This is an optimization exercise on Yosys and OpenROAD, whose aim is a short achievable clock period and few clock cycles, not a production implementation.
No functional check of the RTL was part of this run.

`config.mk`:
```
export PLATFORM = sky130hd
export DESIGN_NAME = mult_div_unit
export DESIGN_NICKNAME = mult_div_unit
export VERILOG_FILES = /design/flow/design.v
export SDC_FILE = /design/flow/constraint.sdc
export NUM_CORES = 4
export LEC_CHECK = 0
export CAP_MARGIN = 20
export CORE_MARGIN = 2
export CORE_UTILIZATION = 40
export SETUP_SLACK_MARGIN = 5
export SLEW_MARGIN = 20
export TNS_END_PERCENT = 100
```
`constraint.sdc`:
```
create_clock -name core_clock -period 10.0 [get_ports {clk}]
set_input_delay 2.0000 -clock core_clock [delete_from_list [all_inputs] [get_ports {clk}]]
set_output_delay 2.0000 -clock core_clock [all_outputs]
set_load 0.01 [all_outputs]
```
`design.v`:
```
package mult_div_unit_pkg;
  localparam int MD_DATA_W = 32;
  localparam logic [5:0] FUNCT_MFHI  = 6'h10;
  localparam logic [5:0] FUNCT_MTHI  = 6'h11;
  localparam logic [5:0] FUNCT_MFLO  = 6'h12;
  localparam logic [5:0] FUNCT_MTLO  = 6'h13;
  localparam logic [5:0] FUNCT_MULT  = 6'h18;
  localparam logic [5:0] FUNCT_MULTU = 6'h19;
  localparam logic [5:0] FUNCT_DIV   = 6'h1A;
  localparam logic [5:0] FUNCT_DIVU  = 6'h1B;
  function automatic logic [5:0] md_bitlen(input logic [31:0] v);
    md_bitlen = 6'd0;
    for (int i = 0; i < 32; i++) begin
      if (v[i]) md_bitlen = 6'(i + 1);
    end
  endfunction
  function automatic logic [3:0] md_enc16(input logic [15:0] oh);
    md_enc16 = 4'd0;
    for (int m = 0; m < 16; m++) begin
      md_enc16 = md_enc16 | ({4{oh[m]}} & 4'(m));
    end
  endfunction
endpackage
module mult_div_unit_div_iter (
  input  logic [35:0]      rin,
  input  logic             d_neg,
  input  logic [16*38-1:0] mul,
  input  logic [16*38-1:0] mulm1,
  output logic [15:0]      sel,
  output logic [16*32-1:0] diff,
  output logic [16*32-1:0] ndiff
);
  logic [37:0] y;
  logic [37:0] w;
  logic [38:0] d;
  logic [38:0] nd;
  logic [15:0] ge;
  always_comb begin
    for (int m = 0; m < 16; m++) begin
      y  = d_neg ? mul[m*38 +: 38] : ~mul[m*38 +: 38];
      d  = {2'b00, rin, 1'b1} + {y, ~d_neg};       
      w  = d_neg ? ~mulm1[m*38 +: 38] : mul[m*38 +: 38];
      nd = {w, 1'b1} + {2'b11, ~rin, 1'b1};
      ge[m]             = ~d[38];
      diff[m*32 +: 32]  = d[32:1];
      ndiff[m*32 +: 32] = nd[32:1];
    end
    for (int m = 0; m < 15; m++) sel[m] = ge[m] & ~ge[m+1];
    sel[15] = ge[15];
  end
endmodule
module mult_div_unit #(
  parameter int DATA_W = mult_div_unit_pkg::MD_DATA_W
) (
  input  logic              clk,
  input  logic              rst,
  input  logic              flush,
  input  logic              en,
  input  logic [5:0]        funct,
  input  logic [DATA_W-1:0] operand_1,
  input  logic [DATA_W-1:0] operand_2,
  output logic              busy,
  output logic [DATA_W-1:0] hi,
  output logic [DATA_W-1:0] lo,
  output logic              done
);
  logic        busy_q;       
  logic        last_q;       
  logic        ret_q;        
  logic        wait_q;       
  logic        mul_q;        
  logic        dz_q;         
  logic        dneg_q;       
  logic        negq_q;       
  logic        negr_q;       
  logic        is_long;
  logic        is_signed;
  assign is_long   = (funct[5:2] == 4'b0110);
  assign is_signed = ~funct[0];
  logic [32:0] ma;
  logic [33:0] mb;
  logic [63:0] r0 [18];
  logic [63:0] r1 [12];
  logic [63:0] r2 [8];
  logic [63:0] r3 [6];
  logic [63:0] mrow_q [6];
  logic [63:0] r4 [4];
  logic [63:0] r5 [3];
  logic [63:0] r6 [2];
  logic [32:0] lo_sum;
  logic [31:0] hi_sum0;
  logic [31:0] hi_sum1;
  localparam logic [63:0] SIGN_BIAS = 64'h5555_5555_5555_5555 << 33;
  always_comb begin
    logic [2:0]  t;
    logic        neg;
    logic        one;
    logic        two;
    logic [33:0] mag;
    logic [33:0] pp;
    logic [16:0] negs;
    ma = {is_signed & operand_1[31], operand_1};
    mb = {{2{is_signed & operand_2[31]}}, operand_2};
    for (int i = 0; i < 17; i++) begin
      t   = {mb[2*i+1], mb[2*i], (i == 0) ? 1'b0 : mb[2*i-1]};
      neg = t[2] & ~(t[1] & t[0]);
      one = t[1] ^ t[0];
      two = (t == 3'b011) | (t == 3'b100);
      mag = ({34{one}} & {ma[32], ma}) | ({34{two}} & {ma, 1'b0});
      pp  = mag ^ {34{neg}};
      negs[i] = neg;
      r0[i] = 64'({~pp[33], pp[32:0]}) << (2 * i);
    end
    for (int i = 1; i < 17; i++) r0[i] = r0[i] | (64'(negs[i-1]) << (2 * i - 2));
    r0[17] = (-SIGN_BIAS) | (64'(negs[16]) << 32);
    for (int g = 0; g < 6; g++) begin
      r1[2*g]   = r0[3*g] ^ r0[3*g+1] ^ r0[3*g+2];
      r1[2*g+1] = ((r0[3*g] & r0[3*g+1]) | (r0[3*g] & r0[3*g+2]) | (r0[3*g+1] & r0[3*g+2])) << 1;
    end
    for (int g = 0; g < 4; g++) begin
      r2[2*g]   = r1[3*g] ^ r1[3*g+1] ^ r1[3*g+2];
      r2[2*g+1] = ((r1[3*g] & r1[3*g+1]) | (r1[3*g] & r1[3*g+2]) | (r1[3*g+1] & r1[3*g+2])) << 1;
    end
    for (int g = 0; g < 2; g++) begin
      r3[2*g]   = r2[3*g] ^ r2[3*g+1] ^ r2[3*g+2];
      r3[2*g+1] = ((r2[3*g] & r2[3*g+1]) | (r2[3*g] & r2[3*g+2]) | (r2[3*g+1] & r2[3*g+2])) << 1;
    end
    r3[4] = r2[6];
    r3[5] = r2[7];
  end
  always_comb begin
    for (int g = 0; g < 2; g++) begin
      r4[2*g]   = mrow_q[3*g] ^ mrow_q[3*g+1] ^ mrow_q[3*g+2];
      r4[2*g+1] = ((mrow_q[3*g] & mrow_q[3*g+1]) | (mrow_q[3*g] & mrow_q[3*g+2]) |
                   (mrow_q[3*g+1] & mrow_q[3*g+2])) << 1;
    end
    r5[0] = r4[0] ^ r4[1] ^ r4[2];
    r5[1] = ((r4[0] & r4[1]) | (r4[0] & r4[2]) | (r4[1] & r4[2])) << 1;
    r5[2] = r4[3];
    r6[0] = r5[0] ^ r5[1] ^ r5[2];
    r6[1] = ((r5[0] & r5[1]) | (r5[0] & r5[2]) | (r5[1] & r5[2])) << 1;
    lo_sum  = {1'b0, r6[0][31:0]} + {1'b0, r6[1][31:0]};
    hi_sum0 = r6[0][63:32] + r6[1][63:32];
    hi_sum1 = 32'(({r6[0][63:32], 1'b1} + {r6[1][63:32], 1'b1}) >> 1);
  end
  logic        sa;
  logic        sb;
  logic [31:0] xa;
  logic [31:0] xb;
  logic [31:0] abs_a;
  logic [37:0] bs;
  logic [37:0] ones;
  logic [37:0] cs_s;
  logic [37:0] cs_c;
  logic [16*38-1:0] mul_d;     
  logic [16*38-1:0] mulm1_d;   
  logic [5:0]  len_a;
  logic [5:0]  len_b;
  logic [7:0]  gsum;
  logic [2:0]  cnt0;
  function automatic logic [37:0] add_c(input logic [37:0] x, input logic [37:0] y, input logic c);
    logic [38:0] s;
    s = {x, 1'b1} + {y, c};
    add_c = s[38:1];
  endfunction
  function automatic logic [37:0] add3_c(input logic [37:0] x, input logic [37:0] y,
                                         input logic [37:0] z, input logic c);
    logic [37:0] s;
    logic [37:0] k;
    s = x ^ y ^ z;
    k = ((x & y) | (x & z) | (y & z)) << 1;
    add3_c = add_c(s, k, c);
  endfunction
  always_comb begin
    sa    = is_signed & operand_1[31];
    sb    = is_signed & operand_2[31];
    xa    = operand_1 ^ {32{sa}};
    xb    = operand_2 ^ {32{sb}};
    abs_a = xa + 32'(sa);
    bs    = {{6{sb}}, operand_2};
    ones  = '1;
    mul_d   = '0;
    mulm1_d = '0;
    mul_d  [1*38 +: 38] = bs;
    mulm1_d[1*38 +: 38] = add_c(bs, ones, 1'b0);
    mul_d  [3*38 +: 38] = add_c(bs << 1, bs, 1'b0);
    mulm1_d[3*38 +: 38] = add_c(bs << 2, ~bs, 1'b0);
    mul_d  [5*38 +: 38] = add_c(bs << 2, bs, 1'b0);
    mulm1_d[5*38 +: 38] = add3_c(bs << 2, bs, ones, 1'b0);
    mul_d  [7*38 +: 38] = add_c(bs << 3, ~bs, 1'b1);
    mulm1_d[7*38 +: 38] = add_c(bs << 3, ~bs, 1'b0);
    mul_d  [9*38 +: 38] = add_c(bs << 3, bs, 1'b0);
    mulm1_d[9*38 +: 38] = add3_c(bs << 3, bs, ones, 1'b0);
    mul_d  [11*38 +: 38] = add3_c(bs << 3, bs << 1, bs, 1'b0);
    mulm1_d[11*38 +: 38] = add3_c(bs << 3, bs << 2, ~bs, 1'b0);
    mul_d  [13*38 +: 38] = add3_c(bs << 3, bs << 2, bs, 1'b0);
    mulm1_d[13*38 +: 38] = add3_c(bs << 4, ~(bs << 1), ~bs, 1'b1);
    mul_d  [15*38 +: 38] = add_c(bs << 4, ~bs, 1'b1);
    mulm1_d[15*38 +: 38] = add_c(bs << 4, ~bs, 1'b0);
    len_a = mult_div_unit_pkg::md_bitlen(xa);
    len_b = mult_div_unit_pkg::md_bitlen(xb);
    gsum  = {2'b0, len_a} + 8'(sa) - {2'b0, len_b} + 8'd4;
    if (gsum[7] || gsum[6:2] == 5'd0) cnt0 = 3'd0;
    else if (gsum[6:2] > 5'd8)        cnt0 = 3'd7;
    else                               cnt0 = 3'(gsum[6:2] - 5'd1);
  end
  logic [31:0]      abs_a_q;
  logic [37:0]      dmul_q   [16];
  logic [37:0]      dmulm1_q [16];
  logic [16*38-1:0] mul_all;
  logic [16*38-1:0] mulm1_all;
  logic [7:0]       fsel_q;      
  logic [7:0]       nsel_q;      
  logic [15:0]      sel_q;       
  logic [31:0]      cand_q [16]; 
  logic [31:0]      qd_q;        
  logic [31:0]      nqd_q;       
  logic [35:0]      rin;
  logic [15:0]      sel;
  logic [16*32-1:0] diff;
  logic [16*32-1:0] ndiff;
  logic [3:0]       dprev;
  logic [31:0]      qc;          
  logic [31:0]      nqc;         
  always_comb begin
    for (int m = 0; m < 16; m++) begin
      mul_all  [m*38 +: 38] = dmul_q[m];
      mulm1_all[m*38 +: 38] = dmulm1_q[m];
    end
    rin = '0;
    for (int m = 0; m < 16; m++) rin[35:4] = rin[35:4] | ({32{sel_q[m]}} & cand_q[m]);
    for (int c = 0; c < 8; c++) begin
      rin[35:4] = rin[35:4] | ({32{fsel_q[c]}} & (abs_a_q >> (4 * c + 4)));
      rin[3:0]  = rin[3:0]  | ({4{nsel_q[c]}} & abs_a_q[4*c +: 4]);
    end
    dprev = mult_div_unit_pkg::md_enc16(sel_q);
    qc    = {qd_q[27:0], dprev};
    nqc   = (dprev != 4'd0) ? {~qd_q[27:0], 4'(5'd16 - 5'(dprev))} : {nqd_q[27:0], 4'd0};
  end
  mult_div_unit_div_iter u_div_iter (
    .rin   (rin),
    .d_neg (dneg_q),
    .mul   (mul_all),
    .mulm1 (mulm1_all),
    .sel   (sel),
    .diff  (diff),
    .ndiff (ndiff)
  );
  logic [31:0] hcand_q [16];   
  logic [15:0] hsel_q;
  logic [31:0] lplain_q;       
  logic        lmode_q;        
  logic [27:0] lupa_q;         
  logic [27:0] lupb_q;         
  logic [15:0] lsel_q;         
  logic        lneg_q;         
  logic        retire;
  logic        wr_mul;
  logic        wr_div;
  logic        wr_mthi;
  logic        wr_mtlo;
  assign retire  = ret_q & ~flush;
  assign wr_mul  = retire & mul_q;
  assign wr_div  = retire & ~mul_q & ~dz_q;
  assign wr_mthi = ~busy_q & en & ~flush & (funct == mult_div_unit_pkg::FUNCT_MTHI);
  assign wr_mtlo = ~busy_q & en & ~flush & (funct == mult_div_unit_pkg::FUNCT_MTLO);
  always_ff @(posedge clk) begin
    for (int i = 0; i < 6; i++) mrow_q[i] <= r3[i];
    abs_a_q <= abs_a;
    for (int m = 0; m < 16; m++) begin
      if (m == 0) begin
        dmul_q[m]   <= '0;
        dmulm1_q[m] <= '1;
      end else if (m % 8 == 0) begin
        dmul_q[m]   <= mul_d[(m/8)*38 +: 38] << 3;
        dmulm1_q[m] <= {mulm1_d[(m/8)*38 +: 35], 3'b111};
      end else if (m % 4 == 0) begin
        dmul_q[m]   <= mul_d[(m/4)*38 +: 38] << 2;
        dmulm1_q[m] <= {mulm1_d[(m/4)*38 +: 36], 2'b11};
      end else if (m % 2 == 0) begin
        dmul_q[m]   <= mul_d[(m/2)*38 +: 38] << 1;
        dmulm1_q[m] <= {mulm1_d[(m/2)*38 +: 37], 1'b1};
      end else begin
        dmul_q[m]   <= mul_d[m*38 +: 38];
        dmulm1_q[m] <= mulm1_d[m*38 +: 38];
      end
    end
    for (int m = 0; m < 16; m++) cand_q[m] <= diff[m*32 +: 32];
    if (!busy_q) begin
      dneg_q <= sb;
      negq_q <= sa ^ sb;
      negr_q <= sa;
      mul_q  <= ~funct[1];
      dz_q   <= funct[1] & (operand_2 == 32'd0);
      last_q <= ~funct[1] | (operand_2 == 32'd0) | (cnt0 == 3'd0);
      fsel_q <= 8'(1) << cnt0;
      nsel_q <= 8'(1) << cnt0;
      sel_q  <= '0;
      qd_q   <= '0;
      nqd_q  <= '0;
    end else begin
      last_q <= nsel_q[1];
      fsel_q <= '0;
      nsel_q <= nsel_q >> 1;
      sel_q  <= sel;
      qd_q   <= qc;
      nqd_q  <= nqc;
    end
    if (rst || flush) begin
      busy_q <= 1'b0;
      ret_q  <= 1'b0;
      wait_q <= 1'b0;
    end else if (busy_q) begin
      busy_q <= ~last_q;
      ret_q  <= ~last_q & nsel_q[1];
      wait_q <= ~last_q & ~nsel_q[1];
    end else begin
      busy_q <= en & is_long;
      ret_q  <= en & is_long & (~funct[1] | (operand_2 == 32'd0) | (cnt0 == 3'd0));
      wait_q <= en & is_long & ~(~funct[1] | (operand_2 == 32'd0) | (cnt0 == 3'd0));
    end
    if (rst) begin
      hcand_q[0] <= '0;
      hsel_q     <= 16'd1;
      lplain_q   <= '0;
      lmode_q    <= 1'b0;
    end else begin
      if (wr_mul) begin
        hcand_q[0] <= hi_sum0;
        hcand_q[1] <= hi_sum1;
        hsel_q     <= lo_sum[32] ? 16'd2 : 16'd1;
        lplain_q   <= lo_sum[31:0];
        lmode_q    <= 1'b0;
      end else if (wr_div) begin
        for (int m = 0; m < 16; m++) begin
          hcand_q[m] <= negr_q ? ndiff[m*32 +: 32] : diff[m*32 +: 32];
        end
        hsel_q  <= sel;
        lupa_q  <= negq_q ? ~qc[27:0] : qc[27:0];
        lupb_q  <= negq_q ? nqc[27:0] : qc[27:0];
        lsel_q  <= sel;
        lneg_q  <= negq_q;
        lmode_q <= 1'b1;
      end else if (wr_mthi) begin
        hcand_q[0] <= operand_1;
        hsel_q     <= 16'd1;
      end else if (wr_mtlo) begin
        lplain_q <= operand_1;
        lmode_q  <= 1'b0;
      end
    end
  end
  always_comb begin
    logic [3:0] low;
    hi = '0;
    for (int m = 0; m < 16; m++) hi = hi | ({32{hsel_q[m]}} & hcand_q[m]);
    low = '0;
    for (int m = 0; m < 16; m++) begin
      low = low | ({4{lsel_q[m]}} & (lneg_q ? 4'(16 - m) : 4'(m)));
    end
    if (lmode_q) lo = {lsel_q[0] ? lupb_q : lupa_q, low};
    else         lo = lplain_q;
  end
  assign busy = wait_q | (~busy_q & is_long);
  assign done = ret_q & ~flush;
endmodule
```
`run.sh`:
```
#!/bin/bash
# synth_recipe.tcl (not shown) runs the flow's synth.tcl, then flattens the netlist and writes it again
# the make line also repeats each setting of config.mk as NAME=value (left out here)
make -C /OpenROAD-flow-scripts/flow DESIGN_CONFIG=/design/flow/config.mk WORK_HOME=/design/flow/orfs CLKGATE_MAP_FILE= SYNTH_SCRIPT=/design/flow/synth_recipe.tcl finish
```
==> reports/qor.yml <==
synthArstFlopShare_pct: 0
hold_viol_final: 0
r2r_start: "sel_q[14]$_SDFF_PN0_"
crit_path_end_kind: "flip-flop"
hold_ws_ns: 0.451
mappedNetlistNets: 20500
final_cells: 25100
endpoint: "last_q$_DFF_P_"
avgViaCountPerCell: 6.58
antenna_found_initial: 113
synthCells: 18200
grt_first_pass_wirelength_um: 1310000
layout_commonest_cell: "xnor2_1"
maxCapViolCount: 0
yosysWarnings: 14
clk_latency_ns: 1.09
place.detailed.hpwl_um: 753000
overflow: 0
rows: 234
r2r_setup_slack_ns: 4.20
dieArea_um2: 412000
grt_pass1_vias: 153000
wl_um: 1000000
worst_slew_pin_slew_ns: 1.38
cts_sinks: 1971
drc: 0
fin_crit_ns: 6.76
layout-area-overhead-vs-synth_pct: 29.4
ant_nets: 0
clkTransAtPathRegs_ns: 0.06
synth_edf_count: 532
min_path_type: "reg2reg"
crit_fanout: 7
max_freq_mhz: 148
crit_arrival_ns: 7.71
cts_buffer_depth: 4
skew_ns: 0.131
criticalPathCategory: "in2reg"
track_usage_pct: 46.1
io-pin-count: 140
outcome: "no timing/DRC/antenna violations"
syn-cell-area_um2: 163000
final_nets: 21700
ys.flop_type: "dfxtp_1"
period_share_pct: 67.6
ys_seq_elements: 1971
start_util_pct: 40.1
cts_tree: "built"
critPathLaunch: "funct[0]"
drv_slew: 0
cts_htree_levels: 4
critPathRequiredTime_ns: 10.95
final_layout_size_suffix_gt1_share_pct: 23.5
die_width_um: 642
rsz0062_at_grt: "yes"
dpl.cell_count: 23400
yosysUniqueCellTypes: 119
wl_per_cell_um: 40.0
worstReg2RegEnd: "hcand_q[9][30]$_DFFE_PP_"
vias: 165000
postSynthAreaPerCell_um2: 8.95
crit_path_start_kind: "primary input"
ys_seq_area_share_pct: 27.5
port_buffers: 139
relSlewSlack_pct: 7.88
setup_viol: 0
grt_max_degree: 124
first_pass_iters: 7
rr_worst_depth: 30
core_um2: 406000
cts_buffers: 244
layout_common_cells: "1685 x xnor2_1, 1384 x dfxtp_1, 1370 x ha_1"
die_h_um: 642
cts-root-buf: "clkbuf_16"
place_congestion: 1.08
drtIter0Drc: 24600
[layer usage]
metal / vias up / wire length [µm] / GRT usage (%)
li1: 67800 / - / -
met1: 81300 / 376000 / 58.1
met2: 12400 / 383000 / 63.1
met3: 3313 / 151000 / 19.4
met4: 74 / 91700 / 31.5
met5: - / 1240 / 0.960
[synth_stat cells, types with 29 or more instances]
master	count	area share, %
nor2b_1	163	0.63
a211o_1	38	0.20
xnor2_1	1805	9.7
o21bai_1	180	0.83
a22oi_1	651	3.0
nand4_1	179	0.69
and2_1	91	0.35
a211oi_1	146	0.67
and3_1	133	0.51
a21o_1	574	2.6
nor2_1	1303	3.0
fa_1	594	7.3
xor2_1	437	2.4
o21a_1	228	1.1
ha_1	1649	13
nand2_1	994	2.3
a22o_1	209	1.1
or2_2	56	0.22
a31o_2	38	0.20
o211ai_1	85	0.39
o22ai_1	39	0.15
nor4_1	55	0.21
nor3_1	253	0.78
a21oi_1	1578	4.9
a21boi_0	59	0.27
mux2i_1	70	0.43
or3_1	76	0.29
a31oi_1	125	0.48
o31a_1	29	0.16
o31ai_1	103	0.48
inv_1	1083	2.5
buf_1	165	0.38
a41oi_1	32	0.17
mux2_2	202	1.4
o21ai_0	854	2.6
nand2b_1	227	0.87
nand3_1	263	0.81
clkbuf_1	654	1.5
dfxtp_1	1439	18
o21ai_1	51	0.16
and4_1	32	0.17
a221oi_1	247	1.3
edfxtp_1	532	9.8
[metrics by stage]
stage	setup WS, ns	area, µm²	utilization [%]	setup TNS [ns]
global placement	-0.287	173000	42.6	-0.806
detailed placement	0.00392	173000	42.6	0
floorplan	2.62	164000	-	0
global route	3.17	210000	51.9	0
CTS	3.43	201000	49.5	0
finish	3.24	211000	51.9	0
[sequential cells by signal, summed over array words and instances, names as in the netlist, 7 cells and up]
register / flops
sel_q: 16
nqd_q: 24
hcand_q: 486
lupb_q: 28
lsel_q: 16
dmul_q: 271
hsel_q: 16
dmulm1_q: 241
qd_q: 24
mrow_q: 253
nsel_q: 8
lplain_q: 32
fsel_q: 7
cand_q: 478
lupa_q: 28
abs_a_q: 32
[worst min-delay path by stage]
stage	from	to	depth (start not counted)
floorplan	mrow_q[0][0]$_DFF_P_	lplain_q[0]$_SDFFE_PP0P_	2
global placement	mrow_q[0][2]$_DFF_P_	lplain_q[2]$_SDFFE_PP0P_	2
detailed placement	mrow_q[0][0]$_DFF_P_	lplain_q[0]$_SDFFE_PP0P_	2
CTS	mrow_q[0][2]$_DFF_P_	lplain_q[2]$_SDFFE_PP0P_	2
global route	mrow_q[0][2]$_DFF_P_	lplain_q[2]$_SDFFE_PP0P_	2
finish	mrow_q[0][0]$_DFF_P_	lplain_q[0]$_SDFFE_PP0P_	2
[what timing repair did]
action | CTS | global route
gates cloned | 25 | 7
pin swaps | 635 | 819
buffers inserted | 668 | 443
gates resized for setup | 2749 | 1247
hold buffers | 0 | 0
setup endpoints to repair | 1310 | 609
[area by class of cell]
class	count	area, µm²
Timing Repair Buffer	1773	18600
Inverter	1107	4520
Sequential cell	1971	44900
Antenna cell	46	115
Tap cell	5428	6790
Clock buffer	323	6960
Timing Repair inverter	5	41.3
Fill cell	37600	195000
Clock inverter	137	1590
Multi-Input combinational cell	14300	127000
[worst max-delay path, stage by stage]
cell and delay [ns]:
buf_12 0.10, clkinvlp_4 0.10, buf_12 0.16, nand2_8 0.16
buf_4 0.14, buf_6 0.15, nand2_1 0.08, o22ai_2 0.41
o311ai_2 0.39, buf_4 0.24, a21oi_1 0.21, o21ai_0 0.17
a41oi_4 0.52, buf_4 0.21, ha_1 0.22, inv_1 0.06
ha_1 0.27, o21ai_2 0.10, nand2_1 0.11, xnor2_2 0.19
ha_4 0.18, and3_4 0.18, a31o_4 0.23, a221oi_4 0.34
inv_2 0.09, a31oi_4 0.15, o211ai_1 0.16, mux2_4 0.33
[cells by family (layout without fill, tap and decap cells)]
group / count (synthesis) / count (layout) / synth area share, %
AO/OA/AOI/OAI: 5592 / 5592 / 22.8
AND/OR/NAND/NOR: 3921 / 3922 / 11.3
adder cells (fa/ha/maj): 2243 / 2243 / 20.0
XOR/XNOR: 2243 / 2243 / 12.1
flip-flops: 1971 / 1971 / 27.5
buffers and inverters: 1938 / 3345 / 4.49
multiplexers: 273 / 273 / 1.84
other: 0 / 46 / 0

-- re-timing with driven ports --
No port has a modelled driver above. Below, the same layout with a new extraction and two added sets of constraints. Step 1 (the two cells are an assumption about what drives the block):
set clk [get_ports {clk}]
set_driving_cell -lib_cell sky130_fd_sc_hd__clkbuf_16 $clk
set_driving_cell -lib_cell sky130_fd_sc_hd__buf_2 [delete_from_list [all_inputs] $clk]
Step 2 also shifts input and output timing later by t, the mid clock arrival at the registers, as if the neighbouring blocks saw the same clock. Three values: ideal, step 1, step 2; two values: the first two.
t (ns): 1.155
slack for setup (ns): 3.241 / 3.294 / 2.139
worst hold slack (ns): 0.451 / 0.451 / 0.451
After both steps this run still meets setup and hold. For this run, drivers alone change the setup slack by +0.053 ns; drivers and shift together by -1.102 ns.
